Background: an optimization exercise with open tools, aiming at small area and few clock cycles. Do not read the settings as production practice.
Only simulation tests tie the RTL to the original design; equivalence was not proved.
The flow treats the clock pin as an ideal source, which a real chip does not have.
No activity file was given, so power comes from the tool's default toggle rates.

==> design.v <==
`timescale 1ns / 1ps
`default_nettype none
package tpap_pkg;
    localparam int OFFSET_BITS_DEF = 16;
    localparam int CFG_IDX_W = 3;
    localparam logic [CFG_IDX_W-1:0] CFG_SESSION = 3'd0;
    localparam logic [CFG_IDX_W-1:0] CFG_STATUS  = 3'd1;
    localparam logic [CFG_IDX_W-1:0] CFG_PAYLOAD = 3'd2;
    localparam logic [CFG_IDX_W-1:0] CFG_SIZE    = 3'd3;
    localparam logic [CFG_IDX_W-1:0] CFG_NAME    = 3'd4;
    localparam logic [7:0] RST_SESSION = 8'd1;
    localparam logic [7:0] RST_STATUS  = 8'd2;
    localparam logic [7:0] RST_PAYLOAD = 8'd3;
    localparam logic [7:0] RST_SIZE    = 8'd4;
    localparam logic [7:0] RST_NAME    = 8'd5;
    localparam logic [15:0] CODE_LEN_MIN = 16'd1;
    localparam logic [15:0] SIZE_LEN_MIN = 16'd4;
    localparam logic [2:0] SIZE_BYTES = 3'd4;
    localparam int RES_TDATA_W = 120;
    typedef struct packed {
        logic [7:0] session_code;
        logic [7:0] status_code;
        logic [7:0] payload_code;
        logic [7:0] size_code;
        logic [7:0] name_code;
    } t_codes;
    typedef struct packed {
        logic        truncated;
        logic [31:0] size_value;
        logic [7:0]  status_value;
        logic [15:0] payload_length;
        logic [15:0] payload_offset;
        logic [15:0] name_offset;
        logic [15:0] session_offset;
        logic [7:0]  packet_type;
        logic [7:0]  version;
    } t_result;
endpackage
`default_nettype wire
`timescale 1ns / 1ps
`default_nettype none
module tlv_packet_attribute_parser #(
    parameter int OFFSET_BITS = tpap_pkg::OFFSET_BITS_DEF
) (
    input  wire                                i_clk,
    input  wire                                i_rst_n,
    input  wire                                i_s_tvalid,
    output logic                               o_s_tready,
    input  wire  [7:0]                         i_s_tdata,   
    input  wire                                i_s_tlast,   
    output logic                               o_m_tvalid,
    input  wire                                i_m_tready,
    output logic [tpap_pkg::RES_TDATA_W-1:0]   o_m_tdata,
    output logic [0:0]                         o_m_tuser,   
    input  wire                                i_cfg_we,
    input  wire  [tpap_pkg::CFG_IDX_W-1:0]     i_cfg_idx,
    input  wire  [7:0]                         i_cfg_wdata
);
    localparam logic [1:0] PH_ATYPE = 2'd0;
    localparam logic [1:0] PH_LENHI = 2'd1;
    localparam logic [1:0] PH_LENLO = 2'd2;
    localparam logic [1:0] PH_VALUE = 2'd3;
    tpap_pkg::t_codes  r_codes;
    tpap_pkg::t_result r_sum;        
    logic              r_vld;        
    logic [1:0]        r_phase;
    logic [15:0]       r_cnt;        
    logic [15:0]       r_start;      
    logic [15:0]       r_len;        
    logic [31:0]       r_sa;         
    logic [4:0]        r_hit;
    logic              r_past;       
    logic        w_xfer;
    logic        w_last;
    logic        w_first;
    logic        w_hdr;
    logic        w_pos_max;
    logic [15:0] w_cnt_inc;
    logic [15:0] w_end_x;
    logic        w_end;
    logic [2:0]  w_nv;
    logic        w_done;
    logic        w_take;
    logic        w_stop;
    logic        w_val;
    logic [31:0] w_sa;
    logic [2:0]  w_lane;
    logic        w_clr;
    logic [7:0]  w_cfg_d0;
    logic [7:0]  w_cfg_d1;
    logic        w_cfg_we;
    logic [7:0]  w_bz;
    logic [15:0] w_off;
    assign w_cfg_d0 = i_rst_n ? i_cfg_wdata : 8'd0;
    assign w_cfg_d1 = i_rst_n ? i_cfg_wdata : 8'hFF;
    assign w_cfg_we = !i_rst_n || i_cfg_we;
    always_ff @(posedge i_clk) begin
        if (w_cfg_we && (!i_rst_n || i_cfg_idx == tpap_pkg::CFG_SESSION)) begin
            r_codes.session_code <= (w_cfg_d0 & ~tpap_pkg::RST_SESSION) | (w_cfg_d1 & tpap_pkg::RST_SESSION);
        end
        if (w_cfg_we && (!i_rst_n || i_cfg_idx == tpap_pkg::CFG_STATUS)) begin
            r_codes.status_code <= (w_cfg_d0 & ~tpap_pkg::RST_STATUS) | (w_cfg_d1 & tpap_pkg::RST_STATUS);
        end
        if (w_cfg_we && (!i_rst_n || i_cfg_idx == tpap_pkg::CFG_PAYLOAD)) begin
            r_codes.payload_code <= (w_cfg_d0 & ~tpap_pkg::RST_PAYLOAD) | (w_cfg_d1 & tpap_pkg::RST_PAYLOAD);
        end
        if (w_cfg_we && (!i_rst_n || i_cfg_idx == tpap_pkg::CFG_SIZE)) begin
            r_codes.size_code <= (w_cfg_d0 & ~tpap_pkg::RST_SIZE) | (w_cfg_d1 & tpap_pkg::RST_SIZE);
        end
        if (w_cfg_we && (!i_rst_n || i_cfg_idx == tpap_pkg::CFG_NAME)) begin
            r_codes.name_code <= (w_cfg_d0 & ~tpap_pkg::RST_NAME) | (w_cfg_d1 & tpap_pkg::RST_NAME);
        end
    end
    assign o_s_tready = !r_vld || i_m_tready;
    assign w_xfer     = i_s_tvalid && o_s_tready;
    assign w_last     = w_xfer && i_s_tlast;
    assign w_first   = (r_cnt == 16'd1);
    assign w_hdr     = (r_cnt[15:2] == 14'd0) && (r_cnt[1] ^ r_cnt[0]);
    assign w_pos_max = (r_cnt == 16'd0);
    always_comb begin
        logic c;
        c = 1'b1;
        for (int i = 0; i < 16; i++) begin
            w_cnt_inc[i] = r_cnt[i] ^ c;
            c            = r_cnt[i] & c;
        end
    end
    always_comb begin
        logic c;
        c = 1'b0;
        for (int i = 0; i < 16; i++) begin
            w_end_x[i] = r_start[i] ^ r_len[i] ^ r_cnt[i] ^ c;
            c          = (r_start[i] & r_len[i]) | ((r_start[i] | r_len[i]) & !r_cnt[i]);
        end
    end
    assign w_end = (w_end_x == 16'd0);
    assign w_nv = r_cnt[2:0] - r_start[2:0];
    assign w_val     = (r_phase == PH_VALUE);
    assign w_done = (r_phase == PH_LENLO) ? ({r_len[15:8], i_s_tdata} == 16'd0) :
                    w_val && w_end;
    assign w_stop = !w_hdr && !r_sum.truncated &&
                    (w_pos_max || (i_s_tlast && !w_done));
    assign w_take = !w_hdr && !r_sum.truncated && !w_pos_max && w_done;
    assign w_lane = (w_val && !r_past) ? w_nv : 3'd0;
    assign w_sa   = {(w_lane == 3'd1) ? i_s_tdata : r_sa[31:24], r_sa[23:8],
                     (w_lane == 3'd4) ? i_s_tdata : r_sa[7:0]};
    assign w_off = w_first ? 16'd0 : r_start;
    assign w_clr = !i_rst_n || w_last;
    assign w_bz  = w_clr ? 8'd0 : i_s_tdata;
    always_ff @(posedge i_clk) begin
        if (w_clr || (w_xfer && r_phase == PH_LENHI)) begin
            r_len[15:8] <= w_bz;
        end
        if (w_clr || (w_xfer && r_phase == PH_LENLO)) begin
            r_len[7:0] <= w_bz;
        end
        if (w_clr || (w_xfer && w_lane == 3'd1)) begin
            r_sa[31:24] <= w_bz;
        end
        if (w_clr || (w_xfer && w_lane == 3'd2)) begin
            r_sa[23:16] <= w_bz;
        end
        if (w_clr || (w_xfer && w_lane == 3'd3)) begin
            r_sa[15:8] <= w_bz;
        end
        if (w_clr || (w_xfer && w_lane == 3'd4)) begin
            r_sa[7:0] <= w_bz;
        end
    end
    always_ff @(posedge i_clk) begin
        if (!i_rst_n || w_last) begin
            r_phase <= PH_ATYPE;
            r_cnt   <= 16'd1;
        end else if (w_xfer) begin
            if (!w_pos_max) begin
                r_cnt <= w_cnt_inc;
            end
            if (!w_hdr) begin
                case (r_phase)
                    PH_ATYPE: r_phase <= PH_LENHI;
                    PH_LENHI: r_phase <= PH_LENLO;
                    default:  r_phase <= w_done ? PH_ATYPE : PH_VALUE;
                endcase
            end
        end
    end
    always_ff @(posedge i_clk) begin
        if (w_xfer) begin
            case (r_phase)
                PH_ATYPE: begin
                    r_hit <= {i_s_tdata == r_codes.session_code,
                              i_s_tdata == r_codes.status_code,
                              i_s_tdata == r_codes.payload_code,
                              i_s_tdata == r_codes.size_code,
                              i_s_tdata == r_codes.name_code};
                end
                PH_LENHI: begin
                    r_start <= w_cnt_inc;
                    r_past  <= 1'b0;
                end
                PH_VALUE: begin
                    if (w_lane == 3'd4) begin
                        r_past <= 1'b1;
                    end
                end
                default: ;
            endcase
        end
    end
    always_ff @(posedge i_clk) begin
        if (w_xfer) begin
            if (w_first) begin
                r_sum.version <= i_s_tdata;
            end
            if (w_hdr) begin
                r_sum.packet_type <= w_first ? 8'd0 : i_s_tdata;
            end
            if (w_first || w_stop) begin
                r_sum.truncated <= !w_first;
            end
            if (w_first || (w_take && r_hit[4])) begin
                r_sum.session_offset <= w_off;
            end
            if (w_first || (w_take && r_hit[0])) begin
                r_sum.name_offset <= w_off;
            end
            if (w_first || (w_take && r_hit[2])) begin
                r_sum.payload_offset <= w_off;
                r_sum.payload_length <= {r_len[15:8],
                                         (r_phase == PH_LENLO) ? 8'd0 : r_len[7:0]};
            end
            if (w_first || (w_take && r_hit[3] && w_val)) begin
                r_sum.status_value <= w_sa[31:24];
            end
            if (w_first || (w_take && r_hit[1] && w_val && (r_past || w_nv == 3'd4))) begin
                r_sum.size_value <= w_sa;
            end
        end
    end
    always_ff @(posedge i_clk) begin
        if (!i_rst_n) begin
            r_vld <= 1'b0;
        end else if (w_last) begin
            r_vld <= 1'b1;
        end else if (i_m_tready) begin
            r_vld <= 1'b0;
        end
    end
    assign o_m_tvalid = r_vld;
    assign o_m_tdata  = {r_sum.size_value, r_sum.status_value, r_sum.payload_length,
                         r_sum.payload_offset, r_sum.name_offset, r_sum.session_offset,
                         r_sum.packet_type, r_sum.version};
    assign o_m_tuser  = r_sum.truncated;
endmodule
`default_nettype wire
==> flow/run.sh <==
#!/bin/bash
# Standard layout with three changes: plain buf_1 cells as the port buffers,
# a clock tree of clkbuf_4 cells without dummy loads, and, after CTS, gates
# off the critical paths are downsized (then slew and capacitance are
# repaired again). make's full output goes to make_finish.log here.
set -euo pipefail
export BUFFER_PORTS_ARGS="-buffer_cell sky130_fd_sc_hd__buf_1"
export CTS_ARGS="-sink_clustering_enable -repair_clock_nets -dont_use_dummy_load -buf_list sky130_fd_sc_hd__clkbuf_4 -sink_clustering_size 10 -sink_clustering_max_diameter 40"
export POST_CTS_TCL="$PWD/flow/post_cts.tcl"
bash standard.sh finish > make_finish.log 2>&1
==> flow/post_cts.tcl <==
# Downsize gates that have timing slack, then repair slew and capacitance
# and legalize the placement again.
estimate_parasitics -placement
repair_timing -recover_power 100 -verbose
repair_design -slew_margin 20 -cap_margin 20 -verbose
detailed_placement
check_placement -verbose
estimate_parasitics -placement
report_worst_slack -max
report_worst_slack -min
==> standard.sh <==
#!/bin/bash
# synth_recipe.tcl (not shown) runs the flow's synth.tcl, then flattens the netlist and writes it again
# the make line also repeats each setting of config.mk as NAME=value (left out here)
make -C /OpenROAD-flow-scripts/flow DESIGN_CONFIG=/design/flow/config.mk WORK_HOME=/design/flow/orfs CLKGATE_MAP_FILE= SYNTH_SCRIPT=/design/flow/synth_recipe.tcl "${@:-finish}"
==> config.mk <==
export PLATFORM = sky130hd
export DESIGN_NAME = tlv_packet_attribute_parser
export DESIGN_NICKNAME = tlv_packet_attribute_parser
export VERILOG_FILES = /design/flow/design.v
export SDC_FILE = /design/flow/constraint.sdc
export NUM_CORES = 4
export LEC_CHECK = 0
export CAP_MARGIN = 20
export CORE_MARGIN = 2
export CORE_UTILIZATION = 65
export SLEW_MARGIN = 20
==> constraint.sdc <==
create_clock -name core_clock -period 5.0 [get_ports {i_clk}]
set_input_delay 1.0000 -clock core_clock [delete_from_list [all_inputs] [get_ports {i_clk}]]
set_output_delay 1.0000 -clock core_clock [all_outputs]
set_load 0.01 [all_outputs]
==> results of run 1 <==
==> kinds of logic (layout without fill, tap and decap cells) <==
| logic type | after synthesis | after routing | synth area share |
|---|---|---|---|
| DFF | 250 | 250 | 0.738 |
| and+or+nand+nor | 150 | 150 | 0.0823 |
| xor gates and xnor gates | 61 | 61 | 0.0553 |
| buffers and inverters | 46 | 217 | 0.0183 |
| adders and majority gates | 33 | 33 | 0.0538 |
| AOI/OAI and AO/OA | 28 | 28 | 0.0186 |
| muxes | 28 | 28 | 0.0333 |
| other | 0 | 1 | 0 |
==> sequential cells by signal, indices dropped and copies added, names as in the netlist, 2 cells and up <==
signal,cells
r_codes,40
r_hit,5
r_phase,2
r_sa,32
r_len,16
r_cnt,16
r_sum,121
r_start,16
==> layout by cell type, fill, tap and decap left out, types with 3 or more instances in the layout <==
cell type and count:
a21oi_1 9, and2_0 37, and2_1 5, and3_1 8, buf_1 141, clkbuf_1 15, clkbuf_4 31, dfxtp_1 19
edfxtp_1 231, fa_1 16, ha_1 17, inv_1 27, mux2_1 9, mux2_2 7, mux2i_1 12, nand2_1 31
nand2b_1 6, nand3_1 7, nand3b_1 3, nand4_1 13, nor2_1 21, nor4_1 6, o21ai_1 3, o31ai_2 3
or3_1 4, or4_1 3, xnor2_1 44, xor2_1 16
==> power by group through the flow <==
stage | Clock (W) | Sequential [W] | Combinational (W)
after floorplan | 0 | 0.00267 | 0.000247
after global placement | 0 | 0.00263 | 0.000481
after detailed placement | 0 | 0.00263 | 0.000492
after global routing | 0.000960 | 0.00260 | 0.000535
final | 0.000855 | 0.00259 | 0.000488
==> area by class of cell <==
class                   count  area, um^2  area share
repair buffers            159         623      0.0570
well taps                 188         235      0.0215
diodes                      1        2.50    0.000229
flip-flops and latches    250        7320       0.669
inverters                  27         101     0.00927
multi-input cells         300        2420       0.221
clock buffers              31         233      0.0213
==> layer usage <==
layer,part of all wire,up-vias
li1,-,2499
met1,0.44,2695
met2,0.47,254
met3,0.076,34
met4,0.018,0
met5,0,-
==> path summary, 6_finish.rpt <==
kind | from | to | cells past startpoint
max | r_cnt[6] | r_sum[72] | 8
min | r_sa[14] | r_sum[102] | 0
max reg2reg | r_cnt[6] | r_sum[72] | 8
min reg2reg | r_sa[14] | r_sum[102] | 0
==> stage by stage <==
step,util,hold slack [ns],instances
after floorplan,-,0.400,596
after global placement,0.714,0.405,922
after detailed placement,0.714,0.405,923
after global routing,0.727,0.440,956
final,0.727,0.429,956
==> critical path, cell delays in order (launching register included) <==
cell      delay, ns
dfxtp_1        0.40
inv_1          0.08
fa_1           0.55
xor2_1         0.22
nand3_1        0.10
or4_1          0.58
o21a_1         0.33
o31ai_4        0.69
clkbuf_1       0.79
==> out/qor.csv, run 1 <==
stage,metric,value,unit
run_status,outcome,finished clean,
global_routing,use_met3,0.0452,
synthesis,synth_top_area_frac,0.700,
pwr,power,0.00393,W
sta,finalHoldViolations,0,
floorplan,core,15000,um^2
clocking,cts_num_sinks,250,
synthesis,synth_cell_types,42,
detailed_routing,wire_per_inst,21.0,um
worst_setup_path,end_kind,flop,
sta,period_needed,4.10,ns
synthesis,synth_edf_count,231,
finish,fillers,1018,
pwr,p_sw_frac,0.249,
worst_setup_path,setup.worst_path.class,flop to flop,
finish,final_area,10900,um^2
detailed_routing,vias_per_cell,5.73,
detailed_routing,initialDrtViolationCount,453,
pwr,p_per_area,359,nW/um^2
pwr,power_frac_comb,0.124,
sta,fin_crit_sh,0.821,
worst_setup_path,rrSetupSlack,0.90,ns
detailed_routing,detail-route-antenna-nets,0,
global_routing,grt-ovfl-total,0,
synthesis,syn_nets,654,
placement,gp_congestion,0.950,
synthesis,postSynthAreaPerCell,16.6,um^2
sta,slew_violations,0,
global_routing,grt_pass1_wl,30.5,mm
sta,worst_pin_slew,1.05,ns
placement,port_buffers,147,
synthesis,synth_top_cells_by_count,"edfxtp_1, xnor2_1, and2_1",
worst_setup_path,required,5.30,ns
global_routing,grt_max_degree,28,
detailed_routing,drc_errors,0,
global_routing,grt_use_met2,0.394,
global_routing,grt_pass1_vias,5358,
pwr,ir_drop,0.245,mV
finish,drive_above_1_share,0.0613,
synthesis,syn_area,9910,um^2
pwr,pwr-share-seq,0.658,
synthesis,ys_async_sr_fraction,0,
global_routing,grtUsageMet1,0.372,
synthesis,synth-seq-cells,250,
worst_setup_path,cp-start-kind,flop,
sta,maxSlewHeadroom,0.301,
floorplan,fp.dieW,127,um
worst_setup_path,crit_fanout,20,
pwr,power.switching,0.000980,W
pwr,p_int,0.00295,W
floorplan,num_io_pins,148,
global_routing,top_usage_layer,met2,
synthesis,ys_top_cells_by_area,"edfxtp_1, xnor2_1, dfxtp_1",
sta,tns,0,ns
sta,layout_setup_ws,0.896,ns
sta,fin_skew,0.0542,ns
detailed_routing,first_pass_iters,7,
floorplan,rows,45,
detailed_routing,via_count,5482,
floorplan,dieArea,16200,um^2
synthesis,synthFlopType,edfxtp_1,
global_routing,grt.total_usage,0.250,
min_path,hold_path.class,flop to flop,
worst_setup_path,arrival,4.40,ns
global_routing,antenna_found_initial,1,
floorplan,chipHeight,127,um
clocking,cts_tree,built,
sta,max_freq,244,MHz
finish,syn2layout_area_growth,10.3,%
pwr,p_clk_frac,0.218,
clocking,clk_latency,0.68,ns
sta,setup_violations,0,
synthesis,yosys.area.top_type,edfxtp_1,
detailed_routing,wl,20.1,mm
placement,place_area,10700,um^2
synthesis,yosysSeqAreaShare,0.738,
finish,final_net_count,827,
placement,place_ws,1.16,ns
synthesis,synth.most_common_cell,edfxtp_1,
pwr,p_leak,3.79,nW
flow_run,maxCapViolCount,0,
floorplan,start_util,0.659,
sta,rsz0062_at_grt,no,
synthesis,ys_warn_count,1,
clocking,path_clk_slew,0.10,ns
synthesis,syn_inst,596,
placement,hpwl,14.5,mm
Testbench counts, summed over its fixed seeds: cycles 204,696.
==> inputs of run 2 (changes only) <==
--- a/config.mk
+++ b/config.mk
@@ -8,4 +8,5 @@
 export CAP_MARGIN = 20
 export CORE_MARGIN = 2
 export CORE_UTILIZATION = 65
+export GPL_TIMING_DRIVEN = 0
 export SLEW_MARGIN = 20
==> run 2 against run 1 <==
Still clean. Clock power increased by 8.1%. Global-route usage increased by 0.35 points. Core utilization increased by 0.42 points. Synthesized cell count unchanged. Largest cell class unchanged.
==> out/qor.csv, run 2 <==
stage,metric,value,unit,change
global_routing,grt-ovfl-total,0,,unchanged
finish,largest_register_ffs,121,,unchanged
floorplan,start_util,0.659,,unchanged
global_routing,use_met3,0.0511,,was 0.0452
synthesis,synth-seq-cells,250,,unchanged
finish,postLayoutCoreUtil,0.731,,was 0.727
worst_setup_path,cp-start-kind,flop,,unchanged
sta,finalHoldViolations,0,,unchanged
sta,holdWs,0.413,ns,was 0.429 ns
worst_setup_path,required,5.30,ns,about the same
finish,fillers,1014,,was 1018
synthesis,synth_cell_types,42,,unchanged
pwr,p_leak,3.82,nW,was 3.79 nW
clocking,cts_tree,built,,unchanged
synthesis,synth_compound_area_frac,0.0186,,unchanged
finish,final_area,11000,um^2,was 10900 um^2
finish,mostFrequentLayoutCells,"edfxtp_1, buf_1, xnor2_1, clkbuf_4",,"was edfxtp_1, buf_1, xnor2_1, and2_0"
worst_setup_path,setup.worst_path.class,flop to flop,,unchanged
finish,reg_top3,"r_sum x121, r_codes x40, r_sa x32",,unchanged
sta,setup_violations,0,,unchanged
synthesis,yosys.area.top_type,edfxtp_1,,unchanged
sta,fin_skew,0.0577,ns,was 0.0542 ns
synthesis,synth_fa_ha_area_frac,0.0538,,unchanged
detailed_routing,via_count,5519,,was 5482
worst_setup_path,end_kind,flop,,unchanged
synthesis,ys_async_sr_fraction,0,,unchanged
global_routing,grt.total_usage,0.254,,was 0.250
sta,rsz0062_at_grt,no,,unchanged
synthesis,synth_xor_area_frac,0.0553,,unchanged
worst_setup_path,crit_fanout,16,,was 20
detailed_routing,detail-route-antenna-nets,0,,unchanged
global_routing,antenna_found_initial,1,,unchanged
min_path,hold_path.class,flop to flop,,unchanged
synthesis,synth_top_area_frac,0.700,,unchanged
run_status,outcome,finished clean,,unchanged
sta,fin_crit_sh,0.824,,was 0.821
synthesis,ys_top_cells_by_area,"edfxtp_1, xnor2_1, dfxtp_1",,unchanged
detailed_routing,drc_errors,0,,unchanged
sta,max_freq,243,MHz,was 244 MHz
floorplan,fp.dieW,127,um,unchanged
placement,place_area,10800,um^2,was 10700 um^2
detailed_routing,vias_per_cell,5.67,,was 5.73
global_routing,grt_max_degree,19,,was 28
detailed_routing,wire_per_inst,20.5,um,was 21.0 um
finish,top_register,r_sum,,unchanged
pwr,p_per_area,363,nW/um^2,was 359 nW/um^2
synthesis,synth_mux_area_frac,0.0333,,unchanged
sta,maxSlewHeadroom,0.385,,was 0.301
placement,gp_congestion,0.874,,was 0.950
global_routing,grt_pass1_wl,30.6,mm,was 30.5 mm
synthesis,synth_top_cells_by_count,"edfxtp_1, xnor2_1, and2_1",,unchanged
finish,syn2layout_area_growth,11.0,%,was 10.3%
clocking,cts_num_sinks,250,,unchanged
sta,worst_pin_slew,0.922,ns,was 1.05 ns
synthesis,ys_warn_count,1,,unchanged
synthesis,synth_edf_count,231,,unchanged
finish,final_common_cell,edfxtp_1,,unchanged
synthesis,postSynthAreaPerCell,16.6,um^2,unchanged
synthesis,synth.most_common_cell,edfxtp_1,,unchanged
finish,seqCellArea,7320,um^2,unchanged
sta,slew_violations,0,,unchanged
sta,period_needed,4.12,ns,was 4.10 ns
floorplan,core,15000,um^2,unchanged
flow_run,maxCapViolCount,0,,unchanged
synthesis,syn_inst,596,,unchanged
clocking,clk_latency,0.62,ns,was 0.68 ns
global_routing,grt_use_met2,0.385,,was 0.394
finish,multi_input_area,2400,um^2,was 2420 um^2
synthesis,synthFlopType,edfxtp_1,,unchanged
floorplan,dieArea,16200,um^2,unchanged
global_routing,grt_pass1_vias,5540,,was 5358
synthesis,synth_top_family_by_area,simple AND/OR/NAND/NOR gates,,unchanged
floorplan,rows,45,,unchanged
synthesis,syn_nets,654,,unchanged
sta,tns,0,ns,unchanged
floorplan,chipHeight,127,um,unchanged
worst_setup_path,arrival,4.41,ns,was 4.40 ns
pwr,ir_drop,0.220,mV,was 0.245 mV
clocking,path_clk_slew,0.10,ns,about the same
detailed_routing,first_pass_iters,5,,was 7
finish,drive_above_1_share,0.0624,,was 0.0613
global_routing,top_usage_layer,met2,,unchanged
floorplan,num_io_pins,148,,unchanged
placement,port_buffers,147,,unchanged
global_routing,grtUsageMet1,0.368,,was 0.372
synthesis,syn_area,9910,um^2,unchanged
synthesis,yosysSeqAreaShare,0.738,,unchanged
pwr,power,0.00399,W,was 0.00393 W
synthesis,yosys.area_share.simple,0.0823,,unchanged
finish,final_net_count,845,,was 827
placement,hpwl,14.3,mm,was 14.5 mm
detailed_routing,initialDrtViolationCount,342,,was 453
detailed_routing,wl,20.0,mm,was 20.1 mm
run 2: path summary, 6_finish.rpt:
kind	slack [ns]	start	cells past startpoint	endpoint
min	0.41	r_sa[15]	0	r_sum[103]
min reg2reg	0.41	r_sa[15]	0	r_sum[103]
max reg2reg	0.88	r_cnt[1]	9	r_sum[62]
max	0.88	r_cnt[1]	9	r_sum[62]
run 2: critical path, stage by stage (launching register included):
cell and delay, ns:
dfxtp_1 0.45, inv_1 0.15, fa_1 0.57, xor2_1 0.23
nand2_1 0.07, or4_1 0.47, o21a_1 0.31, o31ai_1 0.50
clkbuf_1 0.75, buf_6 0.30
run 2: power by group:
part	total, W	internal, W	switching [W]
Combinational	0.000490	0.000159	0.000332
Clock	0.000924	0.000324	0.000600
Sequential	0.00258	0.00251	0.0000705
Total	0.00399	0.00299	0.00100
run 2: cell type report:
class,instances,share of cell area
clock buffer,35,0.0239
antenna,1,0.000228
buffer,19,0.00649
tap,188,0.0214
timing repair buffer,154,0.0550
sequential,250,0.665
inverter,27,0.00922
multi-input combinational,300,0.218
run 2: layer usage:
metal  vias up  part of all wire
met3        47             0.078
met5         -                 0
met1      2663              0.43
li1       2542                 -
met4         0             0.030
met2       267              0.46
run 2: cells by family (layout without fill, tap and decap cells):
| kind of cell | after synthesis | count (layout) |
|---|---|---|
| AO/OA/AOI/OAI | 28 | 28 |
| XOR/XNOR | 61 | 61 |
| adder cells (fa/ha/maj) | 33 | 33 |
| buffers and inverters | 46 | 235 |
| flip-flops | 250 | 250 |
| multiplexers | 28 | 28 |
| other | 0 | 1 |
| AND/OR/NAND/NOR | 150 | 150 |
run 2: stage by stage:
step,setup slack [ns],std cells
after floorplan,-0.115,596
after global placement,-1.62,931
after global routing,0.632,974
final,0.881,974
after detailed placement,0.853,937
==> inputs of run 3 (changes only) <==
==> flow/post_cts.tcl (replaced) <==
# Downsize gates that have timing slack, then repair slew and capacitance
# and legalize the placement again.
estimate_parasitics -placement
repair_timing -recover_power 100 -verbose
repair_design -slew_margin $::env(SLEW_MARGIN) -cap_margin $::env(CAP_MARGIN) -verbose
detailed_placement
check_placement -verbose
estimate_parasitics -placement
report_worst_slack -max
report_worst_slack -min
--- a/config.mk
+++ b/config.mk
@@ -5,8 +5,7 @@
 export SDC_FILE = /design/flow/constraint.sdc
 export NUM_CORES = 4
 export LEC_CHECK = 0
-export CAP_MARGIN = 20
+export CAP_MARGIN = 5
 export CORE_MARGIN = 2
 export CORE_UTILIZATION = 65
-export GPL_TIMING_DRIVEN = 0
-export SLEW_MARGIN = 20
+export SLEW_MARGIN = 5
==> run 3 against run 2 <==
Clock-buffer cell count shrank 4. Final cell count shrank 2.0%. Register-to-register slack better by 0.02 ns. Critical path depth shrank 2. Still clean on timing, DRC and antenna. Worst hold slack improved by 0.0086 ns. Total power fell by 1.6%. Wire length rose by 0.63%. Core utilization is 0.66 points lower. Non-clock buffer count fell by 15. Synthesized cell count unchanged. Worst setup slack gained 0.020 ns.
==> out/qor.csv, run 3 <==
stage,metric,value,unit,change
run_status,outcome,finished clean,,unchanged
finish,largest_register_ffs,121,,unchanged
clocking,clk_latency,0.69,ns,was 0.62 ns
sta,maxSlewHeadroom,0.189,,was 0.385
floorplan,chipHeight,127,um,unchanged
floorplan,rows,45,,unchanged
synthesis,synth_top_family_by_area,simple AND/OR/NAND/NOR gates,,unchanged
worst_setup_path,end_kind,flop,,unchanged
clocking,cts_tree,built,,unchanged
finish,final_common_cell,edfxtp_1,,unchanged
synthesis,synth_cell_types,42,,unchanged
sta,period_needed,4.10,ns,was 4.12 ns
synthesis,syn_area,9910,um^2,unchanged
placement,place_ws,1.15,ns,was 0.853 ns
worst_setup_path,crit_chain,fa_1 > xor2_1 > nand2_1 > or4_1 > o21a_1 > o31ai_4 > clkbuf_1,,was inv_1 > fa_1 > xor2_1 > nand2_1 > or4_1 > o21a_1 > o31ai_1 > clkbuf_1 > buf_6
finish,drive_above_1_share,0.0574,,was 0.0624
detailed_routing,wire_per_inst,21.0,um,was 20.5 um
detailed_routing,vias_per_cell,5.73,,was 5.67
synthesis,synth_mux_area_frac,0.0333,,unchanged
synthesis,syn_inst,596,,unchanged
sta,max_freq,244,MHz,was 243 MHz
floorplan,num_io_pins,148,,unchanged
synthesis,synth_top_cells_by_count,"edfxtp_1, xnor2_1, and2_1",,unchanged
global_routing,grt_pass1_vias,5396,,was 5540
placement,hpwl,14.4,mm,was 14.3 mm
finish,reg_top3,"r_sum x121, r_codes x40, r_sa x32",,unchanged
min_path,hold_path.class,flop to flop,,unchanged
worst_setup_path,worstReg2RegStart,r_len[8],,was r_cnt[1]
finish,top_register,r_sum,,unchanged
sta,tns,0,ns,unchanged
pwr,ir_drop,0.220,mV,about the same
worst_setup_path,endpoint,r_sum[48],,was r_sum[62]
pwr,power,0.00393,W,was 0.00399 W
sta,slew_violations,0,,unchanged
synthesis,yosysSeqAreaShare,0.738,,unchanged
sta,fin_skew,0.105,ns,was 0.0577 ns
placement,gp_congestion,0.950,,was 0.874
flow_run,maxCapViolCount,0,,unchanged
synthesis,synth_edf_count,231,,unchanged
sta,fin_crit_sh,0.820,,was 0.824
worst_setup_path,required,5.30,ns,about the same
worst_setup_path,crit_fanout,20,,was 16
sta,setup_violations,0,,unchanged
detailed_routing,detail-route-antenna-nets,0,,unchanged
synthesis,synth.most_common_cell,edfxtp_1,,unchanged
sta,worst_pin_slew,1.21,ns,was 0.922 ns
synthesis,synth_xor_area_frac,0.0553,,unchanged
sta,layout_setup_ws,0.901,ns,was 0.881 ns
global_routing,grt_use_met2,0.390,,was 0.385
synthesis,yosys.area_share.simple,0.0823,,unchanged
worst_setup_path,arrival,4.40,ns,was 4.41 ns
finish,final_net_count,826,,was 845
sta,finalHoldViolations,0,,unchanged
global_routing,grtUsageMet1,0.375,,was 0.368
pwr,p_per_area,361,nW/um^2,was 363 nW/um^2
synthesis,synthFlopType,edfxtp_1,,unchanged
global_routing,antenna_found_initial,1,,unchanged
synthesis,ys_top_cells_by_area,"edfxtp_1, xnor2_1, dfxtp_1",,unchanged
synthesis,syn_nets,654,,unchanged
floorplan,fp.dieW,127,um,unchanged
pwr,p_leak,3.78,nW,was 3.82 nW
global_routing,grt.total_usage,0.251,,was 0.254
sta,rsz0062_at_grt,no,,unchanged
synthesis,ys_async_sr_fraction,0,,unchanged
synthesis,synth_compound_area_frac,0.0186,,unchanged
synthesis,synth-seq-cells,250,,unchanged
worst_setup_path,rrSetupSlack,0.90,ns,was 0.88 ns
detailed_routing,first_pass_iters,4,,was 5
worst_setup_path,reg2reg_depth,7,,was 9
global_routing,use_met3,0.0482,,was 0.0511
synthesis,ys_warn_count,1,,unchanged
worst_setup_path,setup.worst_path.class,flop to flop,,unchanged
clocking,path_clk_slew,0.10,ns,about the same
detailed_routing,initialDrtViolationCount,434,,was 342
synthesis,yosys.area.top_type,edfxtp_1,,unchanged
floorplan,dieArea,16200,um^2,unchanged
global_routing,grt_pass1_wl,30.6,mm,unchanged
worst_setup_path,crit_slowest_cell,clkbuf_1,,unchanged
detailed_routing,drc_errors,0,,unchanged
floorplan,start_util,0.659,,unchanged
worst_setup_path,cp-start-kind,flop,,unchanged
finish,mostFrequentLayoutCells,"edfxtp_1, buf_1, xnor2_1, and2_0, clkbuf_4",,"was edfxtp_1, buf_1, xnor2_1, clkbuf_4"
placement,port_buffers,147,,unchanged
worst_setup_path,path_buf_inv,1,,was 3
global_routing,top_usage_layer,met2,,unchanged
worst_setup_path,worst-path-stages,7,,was 9
worst_setup_path,critPathTopFamily,compound AO/OA/AOI/OAI gates,,was buffers and inverters
synthesis,synth_top_area_frac,0.700,,unchanged
global_routing,grt-ovfl-total,0,,unchanged
floorplan,core,15000,um^2,unchanged
worst_setup_path,r2r_end,r_sum[48],,was r_sum[62]
synthesis,postSynthAreaPerCell,16.6,um^2,unchanged
synthesis,synth_fa_ha_area_frac,0.0538,,unchanged
worst_setup_path,cp-startpoint,r_len[8],,was r_cnt[1]
detailed_routing,via_count,5469,,was 5519
detailed_routing,wl,20.1,mm,was 20.0 mm
worst_setup_path,max_stage_delay,0.79,ns,was 0.75 ns
finish,syn2layout_area_growth,9.96,%,was 11.0%
global_routing,grt_max_degree,33,,was 19
clocking,cts_num_sinks,250,,unchanged
run 3: cell count changes in the layout (fill, tap and decap cells not counted), moves of 2 or more:
cell      delta
and2_0       +6
and2_1       -6
buf_1        -7
buf_6        -2
clkbuf_1     -7
clkbuf_4     -3
o21ai_0      +3
o21ai_1      -3
run 3: stage by stage:
stage	area, um^2	hold slack [ns]	instances	util
floorplan	9910	0.400	596	-
global placement	10700	0.405	922	0.714
detailed placement	10700	0.405	922	0.714
global route	10900	0.423	955	0.725
finish	10900	0.422	955	0.725
run 3: area by class of cell:
type / instances / area [um^2]
multi-input combinational: 300 / 2410
sequential: 250 / 7320
inverter: 27 / 101
timing repair buffer: 158 / 598
clock buffer: 31 / 233
fill: 986 / 4140
antenna: 1 / 2.50
tap: 188 / 235
run 3: layer usage:
layer / share of wire / vias up
met3: 0.080 / 32
met1: 0.44 / 2684
met4: 0.020 / 0
met2: 0.46 / 252
li1: - / 2501
met5: 0 / -
run 3: cell families (layout without fill, tap and decap cells):
group	after synthesis	count (layout)
muxes	28	28
and+or+nand+nor	150	150
buffers and inverters	46	216
AOI/OAI and AO/OA	28	28
adders and majority gates	33	33
other	0	1
DFF	250	250
xor gates and xnor gates	61	61
run 3: power breakdown:
part / internal [W] / switching [W]
Combinational: 0.000149 / 0.000330
Clock: 0.000283 / 0.000580
Sequential: 0.00251 / 0.0000748
Total: 0.00294 / 0.000985
run 3: how the worst min path moves through the flow:
stage                         from          to  slack (ns)  depth (start not counted)
after detailed placement  r_sa[14]  r_sum[102]        0.40                          0
final                     r_sa[12]  r_sum[100]        0.42                          0
after floorplan           r_sa[12]  r_sum[100]        0.40                          0
after global routing      r_sa[12]  r_sum[100]        0.42                          0
after global placement    r_sa[21]  r_sum[109]        0.40                          0
==> inputs of run 4 (changes only) <==
==> flow/run.sh (replaced) <==
#!/bin/bash
# Standard layout with three changes: plain buf_1 cells as the port buffers,
# a clock tree of clkbuf_4 cells without dummy loads, and, after CTS, gates
# off the critical paths are downsized (then slew and capacitance are
# repaired again). make's full output goes to make_finish.log here.
set -euo pipefail
export BUFFER_PORTS_ARGS="-buffer_cell sky130_fd_sc_hd__buf_1"
export CTS_ARGS="-sink_clustering_enable -repair_clock_nets -dont_use_dummy_load -buf_list sky130_fd_sc_hd__clkbuf_4 -sink_clustering_size 12 -sink_clustering_max_diameter 40"
export POST_CTS_TCL="$PWD/flow/post_cts.tcl"
bash standard.sh finish > make_finish.log 2>&1
==> flow/post_cts.tcl (replaced) <==
# Downsize gates that have timing slack, then repair slew and capacitance
# and legalize the placement again.
estimate_parasitics -placement
repair_timing -recover_power 100 -verbose
repair_design -slew_margin 20 -cap_margin 20 -verbose
detailed_placement
check_placement -verbose
estimate_parasitics -placement
report_worst_slack -max
report_worst_slack -min
--- a/config.mk
+++ b/config.mk
@@ -5,7 +5,7 @@
 export SDC_FILE = /design/flow/constraint.sdc
 export NUM_CORES = 4
 export LEC_CHECK = 0
-export CAP_MARGIN = 5
+export CAP_MARGIN = 20
 export CORE_MARGIN = 2
-export CORE_UTILIZATION = 65
-export SLEW_MARGIN = 5
+export CORE_UTILIZATION = 40
+export SLEW_MARGIN = 20
==> run 4 against run 3 <==
First-iteration DRC count decreased by 47%. Synthesized area unchanged. Worst setup slack gained 0.52 ns. Synthesized cell count is the same. Via count shrank 2.1%. Wire length grew 4.1%. Register-to-register slack improved by 0.52 ns. Combinational power up 6.1%. Cell area is 2.7% higher. Total power grew 2.3%. Flip-flop and latch count stayed put.
==> out/qor.csv, run 4 <==
stage,metric,value,unit,change
run_status,outcome,finished clean,,unchanged
synthesis,synth_top_family_by_area,simple AND/OR/NAND/NOR gates,,unchanged
synthesis,yosys.area_share.simple,0.0823,,unchanged
synthesis,synth_top_area_frac,0.700,,unchanged
finish,multi_input_area,2430,um^2,was 2410 um^2
pwr,p_leak,3.83,nW,was 3.78 nW
global_routing,grt_pass1_wl,31.7,mm,was 30.6 mm
finish,final_net_count,837,,was 826
detailed_routing,first_pass_iters,4,,unchanged
floorplan,dieArea,26000,um^2,was 16200 um^2
detailed_routing,vias_per_cell,4.86,,was 5.73
synthesis,synth_xor_area_frac,0.0553,,unchanged
synthesis,synth.most_common_cell,edfxtp_1,,unchanged
global_routing,grt_pass1_vias,5593,,was 5396
synthesis,syn_nets,654,,unchanged
finish,final_area,11200,um^2,was 10900 um^2
synthesis,yosysSeqAreaShare,0.738,,unchanged
placement,port_buffers,147,,unchanged
finish,final_common_cell,edfxtp_1,,unchanged
floorplan,rows,57,,was 45
synthesis,synth_cell_types,42,,unchanged
clocking,cts_num_sinks,250,,unchanged
finish,top_register,r_sum,,unchanged
finish,antenna_cells,0,,was 1
synthesis,ys_async_sr_fraction,0,,unchanged
synthesis,synth_fa_ha_area_frac,0.0538,,unchanged
floorplan,chipHeight,161,um,was 127 um
global_routing,antenna_found_initial,0,,was 1
detailed_routing,via_count,5356,,was 5469
worst_setup_path,end_kind,flop,,unchanged
synthesis,synth-seq-cells,250,,unchanged
synthesis,synthFlopType,edfxtp_1,,unchanged
sta,maxSlewHeadroom,0.256,,was 0.189
worst_setup_path,crit_slowest_cell,or4_1,,was clkbuf_1
clocking,path_clk_slew,0.09,ns,was 0.10 ns
sta,rsz0062_at_grt,no,,unchanged
synthesis,synth_mux_area_frac,0.0333,,unchanged
synthesis,yosys.area.top_type,edfxtp_1,,unchanged
sta,period_needed,3.57,ns,was 4.10 ns
synthesis,ys_top_cells_by_area,"edfxtp_1, xnor2_1, dfxtp_1",,unchanged
detailed_routing,detail-route-antenna-nets,0,,unchanged
worst_setup_path,arrival,3.85,ns,was 4.40 ns
sta,holdWs,0.414,ns,was 0.422 ns
finish,largest_register_ffs,121,,unchanged
worst_setup_path,cp-start-kind,flop,,unchanged
flow_run,maxCapViolCount,0,,unchanged
placement,place_area,11000,um^2,was 10700 um^2
synthesis,syn_area,9910,um^2,unchanged
clocking,cts_tree,built,,unchanged
placement,gp_congestion,0.817,,was 0.950
global_routing,grt.total_usage,0.160,,was 0.251
floorplan,num_io_pins,148,,unchanged
pwr,ir_drop,0.162,mV,was 0.220 mV
pwr,p_per_area,359,nW/um^2,was 361 nW/um^2
detailed_routing,initialDrtViolationCount,228,,was 434
sta,finalHoldViolations,0,,unchanged
detailed_routing,drc_errors,0,,unchanged
sta,layout_setup_ws,1.43,ns,was 0.901 ns
min_path,hold_path.class,flop to flop,,unchanged
worst_setup_path,setup.worst_path.class,flop to flop,,unchanged
worst_setup_path,path_buf_inv,2,,was 1
finish,drive_above_1_share,0.0644,,was 0.0574
worst_setup_path,critPathTopFamily,compound AO/OA/AOI/OAI gates,,unchanged
worst_setup_path,crit_fanout,8,,was 20
placement,place_ws,1.29,ns,was 1.15 ns
finish,fillers,2152,,was 986
finish,syn2layout_area_growth,12.9,%,was 9.96%
sta,fin_crit_sh,0.715,,was 0.820
synthesis,syn_inst,596,,unchanged
synthesis,synth_edf_count,231,,unchanged
synthesis,ys_warn_count,1,,unchanged
floorplan,start_util,0.407,,was 0.659
finish,mostFrequentLayoutCells,"edfxtp_1, buf_1, xnor2_1, clkbuf_4",,"was edfxtp_1, buf_1, xnor2_1, and2_0, clkbuf_4"
finish,reg_top3,"r_sum x121, r_codes x40, r_sa x32",,unchanged
clocking,clk_latency,0.65,ns,was 0.69 ns
sta,slew_violations,0,,unchanged
worst_setup_path,required,5.27,ns,was 5.30 ns
synthesis,synth_top_cells_by_count,"edfxtp_1, xnor2_1, and2_1",,unchanged
global_routing,grt-ovfl-total,0,,unchanged
floorplan,fp.dieW,161,um,was 127 um
sta,worst_pin_slew,1.12,ns,was 1.21 ns
floorplan,core,24300,um^2,was 15000 um^2
global_routing,grt_max_degree,33,,unchanged
detailed_routing,wl,20.9,mm,was 20.1 mm
synthesis,synth_compound_area_frac,0.0186,,unchanged
worst_setup_path,crit_chain,inv_1 > fa_1 > xor2_1 > nand3_1 > or4_1 > o21a_1 > o31ai_1 > clkbuf_1,,was fa_1 > xor2_1 > nand2_1 > or4_1 > o21a_1 > o31ai_4 > clkbuf_1
finish,seqCellArea,7320,um^2,unchanged
placement,hpwl,14.8,mm,was 14.4 mm
detailed_routing,wire_per_inst,19.0,um,was 21.0 um
sta,max_freq,280,MHz,was 244 MHz
sta,tns,0,ns,unchanged
worst_setup_path,max_stage_delay,0.59,ns,was 0.79 ns
sta,fin_skew,0.0967,ns,was 0.105 ns
sta,setup_violations,0,,unchanged
synthesis,postSynthAreaPerCell,16.6,um^2,unchanged
## run 4: changes by cell type in the layout (fill, tap and decap cells not counted), moves of 2 or more
cell / change
o31ai_4: +2
clkbuf_4: +3
buf_1: +6
and2_0: -6
mux2_2: -2
clkbuf_1: -2
and2_1: +6
o31ai_2: -2
mux2_1: +2
## run 4: layer usage
layer / global-route usage / vias to the layer above / share of wire
li1: - / 2517 / -
met1: 0.206 / 2601 / 0.43
met2: 0.265 / 194 / 0.48
met3: 0.0324 / 44 / 0.063
met4: 0.0722 / 0 / 0.031
met5: 0 / - / 0
## run 4: final cells by class
| type | count | area share |
|---|---|---|
| clock buffer | 35 | 0.0235 |
| timing repair buffer | 165 | 0.0596 |
| inverter | 27 | 0.00906 |
| sequential | 250 | 0.654 |
| tap | 324 | 0.0362 |
| multi-input combinational | 300 | 0.217 |
## run 4: metrics by stage
step	util	power, W	instances
6_report	0.460	0.00402	1101
3_5_place_dp	0.450	0.00314	1063
2_1_floorplan	-	0.00292	596
3_3_place_gp	0.450	0.00313	1063
5_1_grt	0.460	0.00421	1101
## run 4: path summary, 6_finish.rpt
check / startpoint / slack, ns / depth (start not counted) / end
hold / removal: r_sa[8] / 0.41 / 0 / r_sum[96]
setup / recovery: r_cnt[6] / 1.43 / 8 / r_sum[81]
hold reg to reg: r_sa[8] / 0.41 / 0 / r_sum[96]
setup reg to reg: r_cnt[6] / 1.43 / 8 / r_sum[81]
## run 4: power breakdown
group | switching, W | total [W] | internal, W
Combinational | 0.000344 | 0.000508 | 0.000164
Sequential | 0.0000700 | 0.00258 | 0.00251
Clock | 0.000609 | 0.000933 | 0.000323
Total | 0.00102 | 0.00402 | 0.00300
## run 4: cells by family after synthesis
kind of cell    count (synthesis)
flops                         250
simple gates                  150
xor+xnor                       61
buf+inv                        46
fa+ha+maj                      33
compound gates                 28
mux                            28
## run 4: worst reg2reg max path, delay by kind of cell (launching register included)
family	cells	cell delay, ns
buffers and inverters	2	0.61
AOI/OAI and AO/OA	2	0.73
and+or+nand+nor	2	0.70
xor gates and xnor gates	1	0.26
DFF	1	0.37
adders and majority gates	1	0.55

-- static timing again, ports no longer ideal --
The flow's constraints put no driver on any port. The routed layouts listed below were extracted and timed again, unchanged, in two steps.
Step 1 assumes that a clkbuf_16 drives the clock port and a buf_2 every other input.
Step 2 times the ports against the registers' clock, not the clock port: input delays grow and output delays shrink by t, the midpoint of the rising clock arrivals with the driver on.
a / b / c = ideal / step 1 / step 2; a / b = the first two.
run	t, ns	slack for setup (ns)	cell pins on the clock port's net
run 1	0.689	0.896 / 0.896 / 0.637	1
run 2	0.629	0.881 / 0.881 / 0.437	1
run 3	0.675	0.901 / 0.901 / 0.595	1
run 4	0.643	1.426 / 1.426 / 1.176	1
After both steps every run listed still meets setup and hold. The setup slack of run 2, which loses most, moves by 0.000 ns with the drivers and by -0.444 ns with both steps.
